Context: an optimization exercise on an open-source flow, tuned for small area. The choices shown serve that exercise and are no tape-out recipe. Only simulation tests tie the RTL to the original design; equivalence was not proved. Power and IR drop assume default switching activity.

$ cat design/flow/run.sh
#!/bin/bash
# synth_recipe.tcl (not shown) runs the flow's synth.tcl, then flattens the netlist and writes it again
# the make line also repeats each setting of config.mk as NAME=value (left out here)
make -C /OpenROAD-flow-scripts/flow DESIGN_CONFIG=/design/flow/config.mk WORK_HOME=/design/flow/orfs CLKGATE_MAP_FILE= SYNTH_SCRIPT=/design/flow/synth_recipe.tcl finish
$ cat design/flow/config.mk
export PLATFORM = sky130hd
export DESIGN_NAME = tower_defense_top
export DESIGN_NICKNAME = tower_defense_top
export VERILOG_FILES = /design/flow/design.v
export SDC_FILE = /design/flow/constraint.sdc
export NUM_CORES = 4
export LEC_CHECK = 0
export ABC_AREA = 1
export CAP_MARGIN = 20
export CORE_MARGIN = 2
export CORE_UTILIZATION = 40
export SETUP_SLACK_MARGIN = 0.4
export SLEW_MARGIN = 20
$ cat design/flow/constraint.sdc
create_clock -name core_clock -period 12.0 [get_ports {clk}]
set_input_delay 2.4000 -clock core_clock [delete_from_list [all_inputs] [get_ports {clk}]]
set_output_delay 2.4000 -clock core_clock [all_outputs]
set_load 0.01 [all_outputs]
$ cat design/flow/design.v
package video_pkg;
    typedef logic [9:0] coord_t;
    typedef logic [4:0] tile_t;
    typedef struct packed {
        logic [3:0] r;
        logic [3:0] g;
        logic [3:0] b;
    } rgb_t;
    localparam int TILE_SIZE = 26;
    localparam rgb_t COL_BLACK      = 12'h000;
    localparam rgb_t COL_WHITE      = 12'hFFF;
    localparam rgb_t COL_BANNER_RED = 12'hF00;
    localparam rgb_t COL_BG         = 12'h111;
    localparam rgb_t COL_GRID       = 12'h222;
    localparam rgb_t COL_PATH       = 12'h532;
    localparam rgb_t COL_ENEMY      = 12'hD22;
    localparam rgb_t COL_CURSOR     = 12'hFF0;
    localparam rgb_t COL_UI         = 12'h222;
endpackage
package game_pkg;
    typedef enum logic [1:0] {
        ST_MENU,
        ST_GAME,
        ST_GAMEOVER
    } game_state_e;
    typedef enum logic [1:0] {
        SW_IDLE,
        SW_ENEMIES,
        SW_SPAWN
    } sweep_e;
    localparam int GRID_W         = 24;
    localparam int GRID_H         = 18;
    localparam int CURSOR_HOME_X  = 12;
    localparam int CURSOR_HOME_Y  = 9;
    localparam int MAX_LIVES      = 10;
    localparam int PATH_END       = 2200;
    localparam int SPAWN_INTERVAL = 31;
    localparam int PATH_C1 = 507;
    localparam int PATH_C2 = 741;
    localparam int PATH_C3 = 1115;
    localparam int PATH_C4 = 1245;
    localparam int PATH_C5 = 1499;
    localparam int PATH_C6 = 1729;
    localparam int PATH_Y0 = 73;
    localparam int PATH_X1 = 507;
    localparam int PATH_Y2 = 307;
    localparam int PATH_X3 = 133;
    localparam int PATH_Y4 = 177;
    localparam int PATH_X5 = 387;
    localparam int PATH_Y6 = 407;
    typedef struct packed {
        logic up;
        logic down;
        logic left;
        logic right;
        logic center;
    } press_t;
    typedef struct packed {
        logic [4:0] x;
        logic [4:0] y;
    } cursor_t;
    typedef struct packed {
        logic        active;
        logic [15:0] progress;
        logic [9:0]  x;
        logic [9:0]  y;
    } enemy_t;
    function automatic logic [12:0] radd(input logic [11:0] a, input logic [11:0] b,
                                         input logic ci);
        logic c;
        c = ci;
        for (int i = 0; i < 12; i++) begin
            radd[i] = a[i] ^ b[i] ^ c;
            c = (a[i] & b[i]) | (a[i] & c) | (b[i] & c);
        end
        radd[12] = c;
    endfunction
    function automatic logic rge(input logic [11:0] a, input logic [11:0] b);
        logic g;
        g = 1'b1;
        for (int i = 0; i < 12; i++) begin
            g = (a[i] & ~b[i]) | ((a[i] | ~b[i]) & g);
        end
        rge = g;
    endfunction
endpackage
module player_input (
    input  logic        clk,
    input  logic        reset_i,
    input  video_pkg::coord_t      x_i,
    input  video_pkg::coord_t      y_i,
    input  logic        btn_up_i,
    input  logic        btn_down_i,
    input  logic        btn_left_i,
    input  logic        btn_right_i,
    input  logic        btn_center_i,
    input  game_pkg::game_state_e state_i,
    input  logic        new_game_i,
    output game_pkg::press_t      press_o,
    output game_pkg::cursor_t     cursor_o
);
    logic    frame_strobe;
    game_pkg::press_t  btn_now;
    game_pkg::press_t  btn_prev_q;
    game_pkg::cursor_t cursor_q;
    assign frame_strobe = (x_i == '0) && (y_i == '0);
    assign btn_now = {btn_up_i, btn_down_i, btn_left_i, btn_right_i, btn_center_i};
    assign press_o = frame_strobe ? game_pkg::press_t'(btn_now & ~btn_prev_q) : '0;
    always_ff @(posedge clk) begin
        if (reset_i) begin
            btn_prev_q <= '0;
        end else if (frame_strobe) begin
            btn_prev_q <= btn_now;
        end
    end
    always_ff @(posedge clk) begin
        if (reset_i || new_game_i) begin
            cursor_q.x <= 5'(game_pkg::CURSOR_HOME_X);
            cursor_q.y <= 5'(game_pkg::CURSOR_HOME_Y);
        end else if (state_i == game_pkg::ST_GAME) begin
            if (press_o.up && cursor_q.y != '0) begin
                cursor_q.y <= cursor_q.y - 1'b1;
            end else if (press_o.down && cursor_q.y != 5'(game_pkg::GRID_H - 1)) begin
                cursor_q.y <= cursor_q.y + 1'b1;
            end
            if (press_o.left && cursor_q.x != '0) begin
                cursor_q.x <= cursor_q.x - 1'b1;
            end else if (press_o.right && cursor_q.x != 5'(game_pkg::GRID_W - 1)) begin
                cursor_q.x <= cursor_q.x + 1'b1;
            end
        end
    end
    assign cursor_o = cursor_q;
endmodule
module game_flow (
    input  logic        clk,
    input  logic        reset_i,
    input  logic        center_i,
    input  logic        escape_i,
    output game_pkg::game_state_e state_o,
    output logic [3:0]  lives_o,
    output logic        new_game_o
);
    game_pkg::game_state_e state_q;
    logic [3:0]  lives_q;
    assign new_game_o = (state_q == game_pkg::ST_MENU) && center_i;
    always_ff @(posedge clk) begin
        if (reset_i) begin
            state_q <= game_pkg::ST_MENU;
            lives_q <= 4'(game_pkg::MAX_LIVES);
        end else begin
            case (state_q)
                game_pkg::ST_MENU: begin
                    if (center_i) begin
                        state_q <= game_pkg::ST_GAME;
                        lives_q <= 4'(game_pkg::MAX_LIVES);
                    end
                end
                game_pkg::ST_GAME: begin
                    if (escape_i && lives_q != '0) begin
                        lives_q <= lives_q - 1'b1;
                        if (lives_q == 4'd1) begin
                            state_q <= game_pkg::ST_GAMEOVER;
                        end
                    end
                end
                game_pkg::ST_GAMEOVER: begin
                    if (center_i) begin
                        state_q <= game_pkg::ST_MENU;
                    end
                end
                default: state_q <= game_pkg::ST_MENU;
            endcase
        end
    end
    assign state_o = state_q;
    assign lives_o = lives_q;
endmodule
module wave_engine (
    input  logic                  clk,
    input  logic                  reset_i,
    input  game_pkg::game_state_e state_i,
    input  logic                  new_game_i,
    output game_pkg::sweep_e      sweep_o,
    output logic [3:0]            idx_o,
    output logic [4:0]            spawn_cnt_o,
    output logic [6:0]            wrap_o,
    output logic                  escape_o
);
    logic [1:0]       div_q;
    logic             tick;
    game_pkg::sweep_e sweep_q;
    logic [3:0]       idx_q;
    logic [4:0]       spawn_cnt_q;
    logic [6:0]       wrap_q;
    assign tick = (div_q == '0);
    always_ff @(posedge clk) begin
        if (reset_i || new_game_i || tick) begin
            div_q <= 2'd3;
        end else begin
            div_q <= div_q - 1'b1;
        end
    end
    always_ff @(posedge clk) begin
        escape_o <= 1'b0;
        if (reset_i || new_game_i) begin
            sweep_q     <= game_pkg::SW_IDLE;
            idx_q       <= '0;
            spawn_cnt_q <= '0;
            wrap_q      <= '0;
        end else if (state_i == game_pkg::ST_GAME && tick) begin
            case (sweep_q)
                game_pkg::SW_IDLE: begin
                    sweep_q <= game_pkg::SW_ENEMIES;
                    idx_q   <= '0;
                end
                game_pkg::SW_ENEMIES: begin
                    if (spawn_cnt_q == '0 && wrap_q == 7'(idx_q) + 7'd72) begin
                        escape_o <= 1'b1;
                    end
                    if (idx_q == 4'd15) begin
                        sweep_q <= game_pkg::SW_SPAWN;
                    end else begin
                        idx_q <= idx_q + 1'b1;
                    end
                end
                game_pkg::SW_SPAWN: begin
                    sweep_q <= game_pkg::SW_ENEMIES;
                    idx_q   <= '0;
                    if (spawn_cnt_q == 5'd30) begin
                        spawn_cnt_q <= '0;
                        wrap_q      <= wrap_q + 1'b1;
                    end else begin
                        spawn_cnt_q <= spawn_cnt_q + 1'b1;
                    end
                end
                default: sweep_q <= game_pkg::SW_IDLE;
            endcase
        end
    end
    assign sweep_o     = sweep_q;
    assign idx_o       = idx_q;
    assign spawn_cnt_o = spawn_cnt_q;
    assign wrap_o      = wrap_q;
endmodule
module enemy_hit #(
    parameter bit VERT = 0
) (
    input  logic [9:0]            v,
    input  logic [9:0]            w,
    input  logic                  spawn_i,       
    input  logic                  enemies_i,     
    input  logic [3:0]            idx_i,
    input  logic [6:0]            wrap_i,
    input  logic [19:0]           ar_i,
    input  logic [3:0]            borrow_i,
    output logic                  hit_o
);
    logic        band;
    logic        first;
    logic        dneg;
    logic [1:0]  ksel;
    logic [7:0]  csel;
    logic [4:0]  lo_b;
    logic [4:0]  hi_b;
    logic [4:0]  ar;
    logic        borrow;
    logic [5:0]  za;
    logic        zc;
    logic [4:0]  xr;
    logic [5:0]  xq;
    logic [4:0]  xr2;
    logic [5:0]  sum0;
    logic        cy;
    logic [4:0]  r;
    logic [7:0]  pp;
    logic [7:0]  xq2;
    logic [7:0]  mm;
    logic [3:0]  slot;
    logic        ex, moved;
    logic        tneg;
    logic        h0, h1;
    function automatic logic ge(input logic [9:0] a, input logic [9:0] b);
        ge = game_pkg::rge(12'(a), 12'(b));
    endfunction
    function automatic logic inr(input logic [9:0] x, input logic [9:0] lo, input logic [9:0] hi);
        inr = ge(x, lo) && ge(hi, x);
    endfunction
    function automatic logic [4:0] lin(input logic [9:0] v, input logic [4:0] c, input logic neg);
        lin = neg ? 5'(game_pkg::radd(12'(c), ~(12'(v[4:0])), 1'b1))
                  : 5'(game_pkg::radd(12'(v[4:0]), ~(12'(c)), 1'b1));
    endfunction
    logic        lo_free, lo_none, hi_free, hi_none;
    logic [4:0]  klo, khi;
    logic [4:0]  vx;
    logic [5:0]  dlo, dhi;
    always_comb begin
        band = 1'b0; first = 1'b0; dneg = 1'b0; ksel = 2'd0; csel = '0;
        lo_free = 1'b1; lo_none = 1'b0; hi_free = 1'b1; hi_none = 1'b0;
        klo = '0; khi = '0;
        if (!VERT) begin
            if (inr(w, 10'd66, 10'd80)) begin
                band = 1'b1; first = 1'b1; ksel = 2'd0; csel = 8'd255;
                lo_free = !ge(v, 10'd500); lo_none = ge(v, 10'd514); klo = 5'(-484);
            end else if (inr(w, 10'd300, 10'd314)) begin
                band = 1'b1; dneg = 1'b1; ksel = 2'd1; csel = 8'd215;
                lo_none = !ge(v, 10'd127); lo_free = ge(v, 10'd141); klo = 5'(156 + 1);
                hi_free = !ge(v, 10'd501); hi_none = ge(v, 10'd515); khi = 5'(529 + 1);
            end else if (inr(w, 10'd170, 10'd184)) begin
                band = 1'b1; ksel = 2'd2; csel = 8'd219;
                lo_free = !ge(v, 10'd380); lo_none = ge(v, 10'd394); klo = 5'(-364);
                hi_none = !ge(v, 10'd126); hi_free = ge(v, 10'd140); khi = 5'(-111);
            end else if (inr(w, 10'd400, 10'd414)) begin
                band = 1'b1; dneg = 1'b1; ksel = 2'd1; csel = 8'd187;
                lo_free = ge(v, 10'd7); klo = 5'(22 + 1);
                hi_free = !ge(v, 10'd381); hi_none = ge(v, 10'd395); khi = 5'(409 + 1);
            end
        end else begin
            if (inr(w, 10'd500, 10'd514)) begin
                band = 1'b1; ksel = 2'd0; csel = 8'd241;
                lo_free = !ge(v, 10'd300); lo_none = ge(v, 10'd314); klo = 5'(-284);
                hi_none = !ge(v, 10'd66); hi_free = ge(v, 10'd80); khi = 5'(-51);
            end else if (inr(w, 10'd126, 10'd140)) begin
                band = 1'b1; dneg = 1'b1; ksel = 2'd2; csel = 8'd209;
                lo_none = !ge(v, 10'd171); lo_free = ge(v, 10'd185); klo = 5'(200 + 1);
                hi_free = !ge(v, 10'd301); hi_none = ge(v, 10'd315); khi = 5'(329 + 1);
            end else if (inr(w, 10'd380, 10'd394)) begin
                band = 1'b1; ksel = 2'd3; csel = 8'd212;
                lo_free = !ge(v, 10'd400); lo_none = ge(v, 10'd414); klo = 5'(-384);
                hi_none = !ge(v, 10'd170); hi_free = ge(v, 10'd184); khi = 5'(-155);
            end
        end
        vx   = dneg ? ~v[4:0] : v[4:0];
        lo_b = lo_none ? 5'd31 : lo_free ? 5'd15 : 5'(game_pkg::radd(12'(vx), 12'(klo), 1'b0));
        hi_b = hi_none ? 5'd0  : hi_free ? 5'd29 : 5'(game_pkg::radd(12'(vx), 12'(khi), 1'b0));
        ar     = ar_i[ksel*5 +: 5];
        borrow = borrow_i[ksel];
        za = {1'b0, v[9:5]} + {1'b0, v[4:0]};
        zc = za[5] || (za[4:0] == 5'd31);
        xr = zc ? 5'(game_pkg::radd(12'(za[4:0]), 12'd1, 1'b0)) : za[4:0];
        xq = 6'(game_pkg::radd(12'(v[9:5]), 12'd0, zc));
        xr2  = dneg ? ~xr : xr;
        sum0 = {1'b0, ar} + {1'b0, xr2};
        cy   = sum0[5] || (sum0[4:0] == 5'd31);
        r    = cy ? 5'(game_pkg::radd(12'(sum0[4:0]), 12'd1, 1'b0)) : sum0[4:0];
        pp  = 8'(game_pkg::radd(12'(wrap_i), 12'(csel), borrow));
        xq2 = dneg ? {2'b00, xq} : ~{2'b00, xq};
        mm  = pp + xq2 + {7'd0, !cy};
        ex    = (mm[7:4] == 4'b0000) || (mm[7:3] == 5'b01001) || (mm[7:3] == 5'b01010);
        slot  = {mm[3] ^ mm[6], mm[2:0]};
        moved = spawn_i || (enemies_i && !game_pkg::rge(12'(slot), 12'(idx_i)));
        tneg  = first && borrow && (xq == 6'd0) && !cy;
        dlo = 6'(game_pkg::radd(12'(r), ~(12'(lo_b)), 1'b1));
        dhi = 6'(game_pkg::radd(12'(hi_b), ~(12'(r)), 1'b1));
        h0 = !dlo[5] && !dhi[5];
        h1 = !dlo[5] && (dlo[4:0] != 5'd0) && (!dhi[5] || dhi == 6'h3f);
        hit_o = band && !tneg && ex && (moved ? h1 : h0);
    end
endmodule
module scene_render (
    input  video_pkg::coord_t     x_i,
    input  video_pkg::coord_t     y_i,
    input  logic                  visible_i,
    input  game_pkg::game_state_e state_i,
    input  game_pkg::cursor_t     cursor_i,
    input  game_pkg::sweep_e      sweep_i,
    input  logic [3:0]            idx_i,
    input  logic [4:0]            spawn_cnt_i,
    input  logic [6:0]            wrap_i,
    output video_pkg::rgb_t       pixel_o
);
    logic       on_grid;
    logic       on_path;
    logic       on_enemy;
    logic       hit_h;
    logic       hit_v;
    logic       on_cursor;
    logic       in_menu_banner;
    logic       in_over_banner;
    logic       in_ui_bar;
    logic [9:0] cx7;
    logic [9:0] cy7;
    logic [9:0] dx;
    logic [9:0] dy;
    function automatic logic ge(input logic [9:0] a, input logic [9:0] b);
        ge = game_pkg::rge(12'(a), 12'(b));
    endfunction
    function automatic logic inr(input logic [9:0] x, input logic [9:0] lo, input logic [9:0] hi);
        inr = ge(x, lo) && ge(hi, x);
    endfunction
    function automatic logic path_hit(input logic [9:0] px, input logic [9:0] py);
        path_hit = (inr(py, 10'd60,  10'd86)  && inr(px, 10'd0,   10'd520)) ||
                   (inr(px, 10'd494, 10'd520) && inr(py, 10'd60,  10'd320)) ||
                   (inr(py, 10'd294, 10'd320) && inr(px, 10'd120, 10'd520)) ||
                   (inr(px, 10'd120, 10'd146) && inr(py, 10'd164, 10'd320)) ||
                   (inr(py, 10'd164, 10'd190) && inr(px, 10'd120, 10'd400)) ||
                   (inr(px, 10'd374, 10'd400) && inr(py, 10'd164, 10'd420)) ||
                   (inr(py, 10'd394, 10'd420) && inr(px, 10'd0,   10'd400));
    endfunction
    function automatic logic mult26(input logic [9:0] c);
        mult26 = 1'b0;
        for (int k = 0; k < 25; k++) begin
            if (c == 10'(26 * k)) mult26 = 1'b1;
        end
    endfunction
    assign on_grid = mult26(x_i) || mult26(y_i);
    assign on_path = path_hit(x_i, y_i);
    assign cx7 = 10'(game_pkg::radd(12'({cursor_i.x, 4'b0}) + 12'({cursor_i.x, 3'b0}),
                                    12'({cursor_i.x, 1'b0}), 1'b0)) + 10'd7;
    assign cy7 = 10'(game_pkg::radd(12'({cursor_i.y, 4'b0}) + 12'({cursor_i.y, 3'b0}),
                                    12'({cursor_i.y, 1'b0}), 1'b0)) + 10'd7;
    assign dx  = 10'(game_pkg::radd(12'(x_i), ~(12'(cx7)), 1'b1));
    assign dy  = 10'(game_pkg::radd(12'(y_i), ~(12'(cy7)), 1'b1));
    assign on_cursor = ((dy == 10'd5 || dy == 10'd6) && !ge(dx, 10'd12)) ||
                       ((dx == 10'd5 || dx == 10'd6) && !ge(dy, 10'd12));
    assign in_menu_banner = inr(x_i, 10'd160, 10'd479) && inr(y_i, 10'd100, 10'd139);
    assign in_over_banner = inr(x_i, 10'd200, 10'd439) && inr(y_i, 10'd180, 10'd219);
    assign in_ui_bar      = !ge(y_i, 10'd25);
    logic [19:0]     ar;
    logic [3:0]      borrow;
    logic            spawn_st;
    logic            enemies_st;
    localparam logic [19:0] KR = {5'd11, 5'd18, 5'd30, 5'd22};
    always_comb begin
        for (int k = 0; k < 4; k++) begin
            borrow[k]    = !game_pkg::rge(12'(KR[k*5 +: 5]), 12'(spawn_cnt_i));
            ar[k*5 +: 5] = 5'(game_pkg::radd(12'(KR[k*5 +: 5]), ~(12'(spawn_cnt_i)), !borrow[k]));
        end
    end
    assign spawn_st   = (sweep_i == game_pkg::SW_SPAWN);
    assign enemies_st = (sweep_i == game_pkg::SW_ENEMIES);
    enemy_hit #(.VERT(0)) hit_h_inst (
        .v (x_i), .w (y_i), .spawn_i (spawn_st), .enemies_i (enemies_st), .idx_i (idx_i),
        .wrap_i (wrap_i), .ar_i (ar), .borrow_i (borrow), .hit_o (hit_h)
    );
    enemy_hit #(.VERT(1)) hit_v_inst (
        .v (y_i), .w (x_i), .spawn_i (spawn_st), .enemies_i (enemies_st), .idx_i (idx_i),
        .wrap_i (wrap_i), .ar_i (ar), .borrow_i (borrow), .hit_o (hit_v)
    );
    assign on_enemy = hit_h || hit_v;
    always_comb begin
        pixel_o = video_pkg::COL_BLACK;
        if (visible_i) begin
            case (state_i)
                game_pkg::ST_MENU: begin
                    if (in_menu_banner) begin
                        pixel_o = video_pkg::COL_WHITE;
                    end
                end
                game_pkg::ST_GAME: begin
                    pixel_o = video_pkg::COL_BG;
                    if (on_grid) begin
                        pixel_o = video_pkg::COL_GRID;
                    end
                    if (on_path) begin
                        pixel_o = video_pkg::COL_PATH;
                    end
                    if (on_enemy) begin
                        pixel_o = video_pkg::COL_ENEMY;
                    end
                    if (on_cursor) begin
                        pixel_o = video_pkg::COL_CURSOR;
                    end
                    if (in_ui_bar) begin
                        pixel_o = video_pkg::COL_UI;
                    end
                end
                game_pkg::ST_GAMEOVER: begin
                    if (in_over_banner) begin
                        pixel_o = video_pkg::COL_BANNER_RED;
                    end
                end
                default: pixel_o = video_pkg::COL_BLACK;
            endcase
        end
    end
endmodule
module tower_defense_top (
    input  logic       clk,
    input  logic       reset_i,
    input  logic       visible_i,
    input  video_pkg::coord_t     x_i,
    input  video_pkg::coord_t     y_i,
    input  logic       btn_up_i,
    input  logic       btn_down_i,
    input  logic       btn_left_i,
    input  logic       btn_right_i,
    input  logic       btn_center_i,
    output video_pkg::rgb_t       pixel_o,
    output logic [3:0] lives_o
);
    game_pkg::press_t                   press;
    game_pkg::cursor_t                  cursor;
    game_pkg::game_state_e              state;
    logic                     new_game;
    logic                     escape;
    game_pkg::sweep_e         sweep;
    logic [3:0]               idx;
    logic [4:0]               spawn_cnt;
    logic [6:0]               wrap;
    player_input player_input_inst (
        .clk          (clk),
        .reset_i      (reset_i),
        .x_i          (x_i),
        .y_i          (y_i),
        .btn_up_i     (btn_up_i),
        .btn_down_i   (btn_down_i),
        .btn_left_i   (btn_left_i),
        .btn_right_i  (btn_right_i),
        .btn_center_i (btn_center_i),
        .state_i      (state),
        .new_game_i   (new_game),
        .press_o      (press),
        .cursor_o     (cursor)
    );
    game_flow game_flow_inst (
        .clk        (clk),
        .reset_i    (reset_i),
        .center_i   (press.center),
        .escape_i   (escape),
        .state_o    (state),
        .lives_o    (lives_o),
        .new_game_o (new_game)
    );
    wave_engine wave_engine_inst (
        .clk         (clk),
        .reset_i     (reset_i),
        .state_i     (state),
        .new_game_i  (new_game),
        .sweep_o     (sweep),
        .idx_o       (idx),
        .spawn_cnt_o (spawn_cnt),
        .wrap_o      (wrap),
        .escape_o    (escape)
    );
    scene_render scene_render_inst (
        .x_i         (x_i),
        .y_i         (y_i),
        .visible_i   (visible_i),
        .state_i     (state),
        .cursor_i    (cursor),
        .sweep_i     (sweep),
        .idx_i       (idx),
        .spawn_cnt_i (spawn_cnt),
        .wrap_i      (wrap),
        .pixel_o     (pixel_o)
    );
endmodule
==> qor.txt, run 1 <==
Fin area - 0.0117 mm^2
Clock Path Buffers - 2
Seq/Total Area, Yosys - 0.0838
Seq cells post-synth - 42
Mapped Cells - 1470
Final period utilization - 0.943
Fin cells - 1894
Critical path startpoint - y_i[5]
RSZ-0062 raised after global routing - no
Max_cap viols - 0
Outcome - finished clean
Chip Height - 162 um
Total Neg Setup Slack - 0 ps
CP peak stage delay - 540 ps
F_max - 88.4 MHz
Vias in the first global route - 9794
Hold_buf cts - 0
Count of cell types in the netlist - 62
Number of flops mapped to enable cells by yosys - 0
Placer Congestion - 0.981
Clk root buf - clkbuf_16
HP Class - register to register
Yosys Warn Count - 6
DP Area - 0.0112 mm^2
I/O pin total - 44
Syn-to-layout area delta - 16.4%
Routed WL - 30.2 mm
Avg WL per Cell - 15.9 um
WS Path Type - input pin to output pin
Worst Reg2Reg Path Length in Cells - 12
Vias/cell - 5.20
CTS sink count - 42
Critical-path top delay cell - fa_1
GRT Overall Usage - 0.231
# nets final - 1791
CP endpoint - pixel_o[1]
Initial antenna violation count - 0
DR pass1 iterations - 5
Final Hold Violating Endpoints - 0
Main synth FF type - dfxtp_1
Diode count - 0
Crit path required time - 9600 ps
DRC violations left - 0
TritonCTS clock tree - yes
Clk latency of the worst-skew pair - 290 ps
DP HPWL - 25.5 mm
Slew HR - 0.542
R2R setup slack - 9280 ps
FP Rows - 57
VDD IR max - 0.000102 V
Crit. End Element - output pin
Die area - 0.0264 mm^2
Critical path startpoint category - input pin
Number of buffers created by CTS - 5
Starting density of the core - 0.410
Largest net degree at the start of global routing - 20
Chip width - 162 um
Buffers on Ports - 43
CTS H-tree lvls - 2
Vias - 9840
Tmin final - 11310 ps
Synth Cell Area - 0.0100 mm^2
Crit Reg-Reg Startpoint - player_input_inst.cursor_q[5]$_SDFFE_PP0P_
First-pass GRT wire length - 49.1 mm
Overflow after GRT - 0
Layout cells sized above 1 - 0.139
CP max FO - 4
Antenna Nets Post-Route - 0
CTS clock-pin slew for the worst setup and hold paths - 60 ps
Max-slew violations - 0
DR iter-0 viols - 686
Worst slew pin tran - 680 ps
Async set or reset register ratio after synthesis - 0
Finish-stage setup viols - 0
Worst flop-to-flop path endpoint - player_input_inst.cursor_q[9]$_SDFFE_PP0P_
Core area - 0.0245 mm^2
PD cells - 92.2 mW/mm^2
Arrival time worst endpoint - 8910 ps
Pleak - 5.75 nW
Average cell area after synthesis - 6.82 um^2
Skew final - 6.04 ps
Total power - 1.08 mW
Placed Cells - 1879
Most frequent CP cell - nand2_1
Syn Nets - 1692
## area by class of cell
class	instances	area [um^2]
inverters	253	958
clock buffers	5	125
repair buffers	119	1010
fillers	2517	12800
flip-flops and latches	42	841
well taps	324	405
clock inverters	3	48.8
multi-input cells	1148	8280
## cells in the mapped netlist, drive strengths merged, types with 3 or more instances
master,instances,area share
clkinv,5,0.0022
o21ai,96,0.049
nor2,123,0.061
o22ai,5,0.0031
nand3b,11,0.0082
and2,3,0.0019
a21oi,90,0.046
buf,23,0.016
ha,128,0.16
dfxtp,42,0.084
or2,7,0.0044
xnor2,31,0.028
nand3,90,0.045
fa,66,0.13
clkbuf,4,0.0015
a31oi,7,0.0044
nor4,7,0.0050
inv,248,0.093
a211oi,10,0.0075
nor3,30,0.018
o211ai,11,0.0082
nand2,313,0.12
xor2,68,0.059
nand4,31,0.021
## cell usage in the layout (no fill, tap or decap), types with 5 or more instances in the layout
master	count
a211oi_1	10
a21oi_1	82
a21oi_2	8
a31oi_1	7
buf_4	71
buf_6	5
clkbuf_16	5
clkbuf_2	5
clkdlybuf4s50_1	22
dfxtp_1	42
dlymetal6s2s_1	12
fa_1	58
fa_2	8
ha_1	119
ha_2	6
inv_1	229
inv_2	17
nand2_1	289
nand2_2	21
nand3_1	86
nand3b_1	11
nand4_1	29
nor2_1	101
nor2_2	6
nor2_4	14
nor3_1	25
nor4_1	6
o211ai_1	11
o21ai_0	82
o21ai_1	9
o22ai_1	5
or2_2	7
xnor2_1	27
xor2_1	65
## logic make-up after synthesis
group,count (synthesis),synth area share
compound gates,233,0.130
xor+xnor,99,0.0872
fa+ha+maj,194,0.291
buf+inv,280,0.113
flops,42,0.0838
mux,3,0.00312
simple gates,619,0.291
## stage by stage
step / util / setup WS, ps / hold slack [ps]
finish: 0.477 / 688 / 395
CTS: 0.468 / 404 / 398
global placement: 0.458 / 55.4 / 373
floorplan: - / 1170 / 365
detailed placement: 0.458 / -46.1 / 383
global route: 0.477 / 348 / 413
## timing repair
item,4_1_cts,5_1_grt
setup endpoints to repair,8,8
pin swaps,7,27
setup buffers,4,3
resized for setup,29,78
## report_power, final
group / internal [mW] / leakage, nW / switching (mW)
registers: 0.140 / 0.339 / 0.000272
clock network: 0.0997 / 0.0819 / 0.0612
logic: 0.330 / 5.33 / 0.446
total: 0.570 / 5.75 / 0.507
## layer usage
metal	routed length (um)	share of wire	vias up	GRT usage
met5	0	0	-	0
met1	13800	0.46	4526	0.312
met2	13900	0.46	274	0.388
li1	-	-	4990	-
met4	815	0.027	0	0.0688
met3	1600	0.053	50	0.0285
## how the worst min path moves through the flow
| stage | from | to | slack [ps] | depth (start not counted) |
|---|---|---|---|---|
| 2_1_floorplan | wave_engine_inst.div_q[0]$_SDFF_PP1_ | wave_engine_inst.div_q[0]$_SDFF_PP1_ | 370 | 1 |
| 3_3_place_gp | wave_engine_inst.div_q[0]$_SDFF_PP1_ | wave_engine_inst.div_q[0]$_SDFF_PP1_ | 370 | 1 |
| 3_5_place_dp | wave_engine_inst.div_q[0]$_SDFF_PP1_ | wave_engine_inst.div_q[0]$_SDFF_PP1_ | 380 | 1 |
| 4_1_cts | wave_engine_inst.div_q[0]$_SDFF_PP1_ | wave_engine_inst.div_q[0]$_SDFF_PP1_ | 400 | 1 |
| 5_1_grt | wave_engine_inst.div_q[0]$_SDFF_PP1_ | wave_engine_inst.div_q[0]$_SDFF_PP1_ | 410 | 1 |
| 6_report | wave_engine_inst.div_q[0]$_SDFF_PP1_ | wave_engine_inst.div_q[0]$_SDFF_PP1_ | 390 | 1 |
## flip-flops by register name (all words and copies together) (netlist names)
register / cells
wave_engine_inst.escape_o: 1
wave_engine_inst.wrap_q: 7
wave_engine_inst.sweep_q: 2
wave_engine_inst.idx_q: 4
game_flow_inst.lives_q: 4
wave_engine_inst.div_q: 2
game_flow_inst.state_q: 2
wave_engine_inst.spawn_cnt_q: 5
player_input_inst.btn_prev_q: 5
player_input_inst.cursor_q: 10
## critical path, delay by kind of cell
kind / cells / cell delay [ps]
XOR/XNOR: 3 / 440
adder cells (fa/ha/maj): 10 / 3220
buffers and inverters: 6 / 890
AND/OR/NAND/NOR: 13 / 1450
AO/OA/AOI/OAI: 4 / 500
==> run 2, diff against run 1 <==
--- a/design/flow/config.mk
+++ b/design/flow/config.mk
@@ -8,6 +8,6 @@
 export ABC_AREA = 1
 export CAP_MARGIN = 20
 export CORE_MARGIN = 2
-export CORE_UTILIZATION = 40
+export CORE_UTILIZATION = 60
 export SETUP_SLACK_MARGIN = 0.4
 export SLEW_MARGIN = 20
==> qor.txt, run 2 <==
Worst Reg2Reg Path Length in Cells - 11 (-1)
RSZ-0062 raised after global routing - yes
Synth cell count leaders - 295 x nand2_1, 233 x inv_1, 128 x ha_1
Vias in the first global route - 9377 (-4.3%)
Fillers - 1485 (-41%)
CP max FO - 4 (unchanged)
VDD IR max - 0.000134 V (+32%)
Final Core Density - 0.695 (+0.218)
Hold_buf cts - 0 (unchanged)
Number of flops mapped to enable cells by yosys - 0 (unchanged)
Final period utilization - 0.956 (+0.0132)
Largest net degree at the start of global routing - 20 (unchanged)
Starting density of the core - 0.609 (+0.199)
Initial antenna violation count - 0 (unchanged)
Max reg flops - 10 (unchanged)
Crit path required time - 9600 ps (about the same)
GRT Overall Usage - 0.313 (+0.0817)
Finish-stage setup viols - 0 (unchanged)
Synth Cell Area - 0.0100 mm^2 (unchanged)
Tmin final - 11470 ps (+158 ps)
DP Area - 0.0110 mm^2 (-1.8%)
DR iter-0 viols - 704 (+2.6%)
Main synth FF type - dfxtp_1
Skew final - 4.58 ps (-1.46 ps)
Average cell area after synthesis - 6.82 um^2 (unchanged)
I/O pin total - 44 (unchanged)
CTS sink count - 42 (unchanged)
Async set or reset register ratio after synthesis - 0 (unchanged)
Seq/Total Area, Yosys - 0.0838 (unchanged)
DR pass1 iterations - 5 (unchanged)
Syn-to-layout area delta - 14.2%
Top flop regs - player_input_inst.cursor_q: 10 flops, wave_engine_inst.wrap_q: 7 flops
Mapped Cells - 1470 (unchanged)
Diode count - 0 (unchanged)
First-pass GRT wire length - 45.3 mm (-7.8%)
FP Rows - 47 (-18%)
Hold Crit Depth - 1 (unchanged)
Most numerous cell in the Yosys netlist - nand2_1
Buffers on Ports - 43 (unchanged)
Most frequent CP cell - nand2_1
CTS H-tree lvls - 2 (unchanged)
# nets final - 1782 (-0.50%)
Fin area - 0.0114 mm^2 (-1.9%)
DP Worst Slack - -158 ps (-112 ps)
Outcome - finished clean
Clock Path Buffers - 2 (unchanged)
Chip Height - 133 um (-18%)
DRC violations left - 0 (unchanged)
Yosys Warn Count - 6 (unchanged)
Overflow after GRT - 0 (unchanged)
Number of buffers created by CTS - 5 (unchanged)
Max_cap viols - 0 (unchanged)
F_max - 87.2 MHz (-1.4%)
Core area - 0.0165 mm^2 (-33%)
TritonCTS clock tree - yes
Die area - 0.0178 mm^2 (-33%)
Worst slew pin tran - 990 ps (+309 ps)
Final Hold Violating Endpoints - 0 (unchanged)
Seq cells post-synth - 42 (unchanged)
Commonest cells after routing, fill and taps aside - 288 x nand2_1, 231 x inv_1, 124 x ha_1
Most flop-heavy register - player_input_inst.cursor_q
Synth area leader - ha_1
Placer Congestion - 1.01 (+3.1%)
Top cells by area, synth - ha_1 16%, fa_1 13%, nand2_1 11%, inv_1 8.7%, dfxtp_1 8.4%
PD cells - 90.2 mW/mm^2 (-2.3%)
Critical path startpoint category - input pin
Antenna Nets Post-Route - 0 (unchanged)
CP peak stage delay - 540 ps (about the same)
Layout cells sized above 1 - 0.132 (-0.00752)
Yosys top cell area share - 0.160 (unchanged)
Pleak - 5.63 nW (-2.1%)
Total Neg Setup Slack - 0 ps (unchanged)
HP Class - register to register
Max-slew violations - 0 (unchanged)
CTS clock-pin slew for the worst setup and hold paths - 60 ps (about the same)
Clk latency of the worst-skew pair - 290 ps (about the same)
Vias/cell - 5.63 (+8.3%)
Final WS setup - 530 ps (-158 ps)
Avg WL per Cell - 15.8 um (-0.47%)
DP HPWL - 23.3 mm (-8.6%)
Critical-path top delay cell - fa_2
Arrival time worst endpoint - 9070 ps (+160 ps)
Fin cells - 1781 (-6.0%)
Slew HR - 0.338 (-0.204)
Syn Nets - 1692 (unchanged)
Count of cell types in the netlist - 62 (unchanged)
Vias - 10021 (+1.8%)
Clk root buf - clkbuf_16
Commonest non-fill, non-tap cell in the layout - nand2_1
Crit. End Element - output pin
WS Path Type - input pin to output pin
Routed WL - 28.2 mm (-6.4%)
Placed Cells - 1764 (-6.1%)
Chip width - 133 um (-18%)
-- run 2: critical path, delay by kind of cell --
family	cells	cell delay [ps]
buf+inv	6	1000
xor+xnor	2	320
mux	1	230
simple gates	14	1330
compound gates	5	880
fa+ha+maj	9	2910
-- run 2: what timing repair did --
action,CTS,global route
setup buffers,2,7
pin swaps,5,14
resized for setup,16,70
setup endpoints to repair,8,8
-- run 2: layout make-up --
type,count,area [um^2],share of cell area
Tap cell,220,275,0.0240
Timing Repair Buffer,110,941,0.0822
Clock buffer,6,129,0.0113
Inverter,253,958,0.0837
Clock inverter,2,13.8,0.00120
Multi-Input combinational cell,1148,8290,0.724
Sequential cell,42,841,0.0734
-- run 2: logic make-up (layout without fill, tap and decap cells) --
family / after synthesis / in the layout / synth area share
and+or+nand+nor: 619 / 619 / 0.291
buffers and inverters: 280 / 371 / 0.113
AOI/OAI and AO/OA: 233 / 233 / 0.130
adders and majority gates: 194 / 194 / 0.291
xor gates and xnor gates: 99 / 99 / 0.0872
DFF: 42 / 42 / 0.0838
muxes: 3 / 3 / 0.00312
-- run 2: where the power goes --
part	leakage, nW	internal [mW]	total, mW	switching, mW
Sequential	0.339	0.140	0.141	0.000351
Clock	0.0708	0.0771	0.131	0.0542
Combinational	5.22	0.319	0.760	0.441
Total	5.63	0.536	1.03	0.496
-- run 2: metrics by stage --
stage / hold slack [ps] / power (mW)
3_3_place_gp: 375 / 0.787
6_report: 411 / 1.03
4_1_cts: 409 / 0.954
2_1_floorplan: 365 / 0.628
5_1_grt: 426 / 1.14
3_5_place_dp: 394 / 0.807
-- run 2: path summary, 6_finish.rpt --
path | startpoint | to | slack (ps)
max | x_i[0] | pixel_o[1] | 530
min | wave_engine_inst.div_q[0]$_SDFF_PP1_ | wave_engine_inst.div_q[0]$_SDFF_PP1_ | 410
max reg2reg | game_flow_inst.state_q[0]$_SDFFE_PP0P_ | wave_engine_inst.wrap_q[6]$_SDFFE_PP0P_ | 8750
min reg2reg | wave_engine_inst.div_q[0]$_SDFF_PP1_ | wave_engine_inst.div_q[0]$_SDFF_PP1_ | 410
-- run 2: per-layer routing --
metal  track usage  wire length (um)
met1         0.413             12100
met4        0.0804               565
met3        0.0396              1770
met2         0.544             13800
met5             0                 0

==> re-timing with driven ports <==
The results above use ideal ports. As a check the final layouts listed here were re-extracted and re-timed, cells and wires unchanged.
Step 1 assumes that a clkbuf_16 drives the clock port and a buf_2 every other input.
Step 2 times the ports against the registers' clock, not the clock port: input delays grow and output delays shrink by t, the midpoint of the rising clock arrivals with the driver on.
Three values: ideal, step 1, step 2; two values: the first two.
| run | t (ns) | slack for setup (ns) | latest minus earliest clock arrival (ns) | worst slew at a driven data input, ns |
|---|---|---|---|---|
| run 1 | 0.331 | 0.688 / 0.660 / 0.660 | 0.006 / 0.007 | 0.05 |
| run 2 | 0.322 | 0.530 / 0.503 / 0.503 | 0.005 / 0.005 | 0.04 |
After both steps every run listed still meets setup and hold. The setup slack of run 1, which loses most, moves by -0.028 ns with the drivers and by -0.028 ns with both steps.
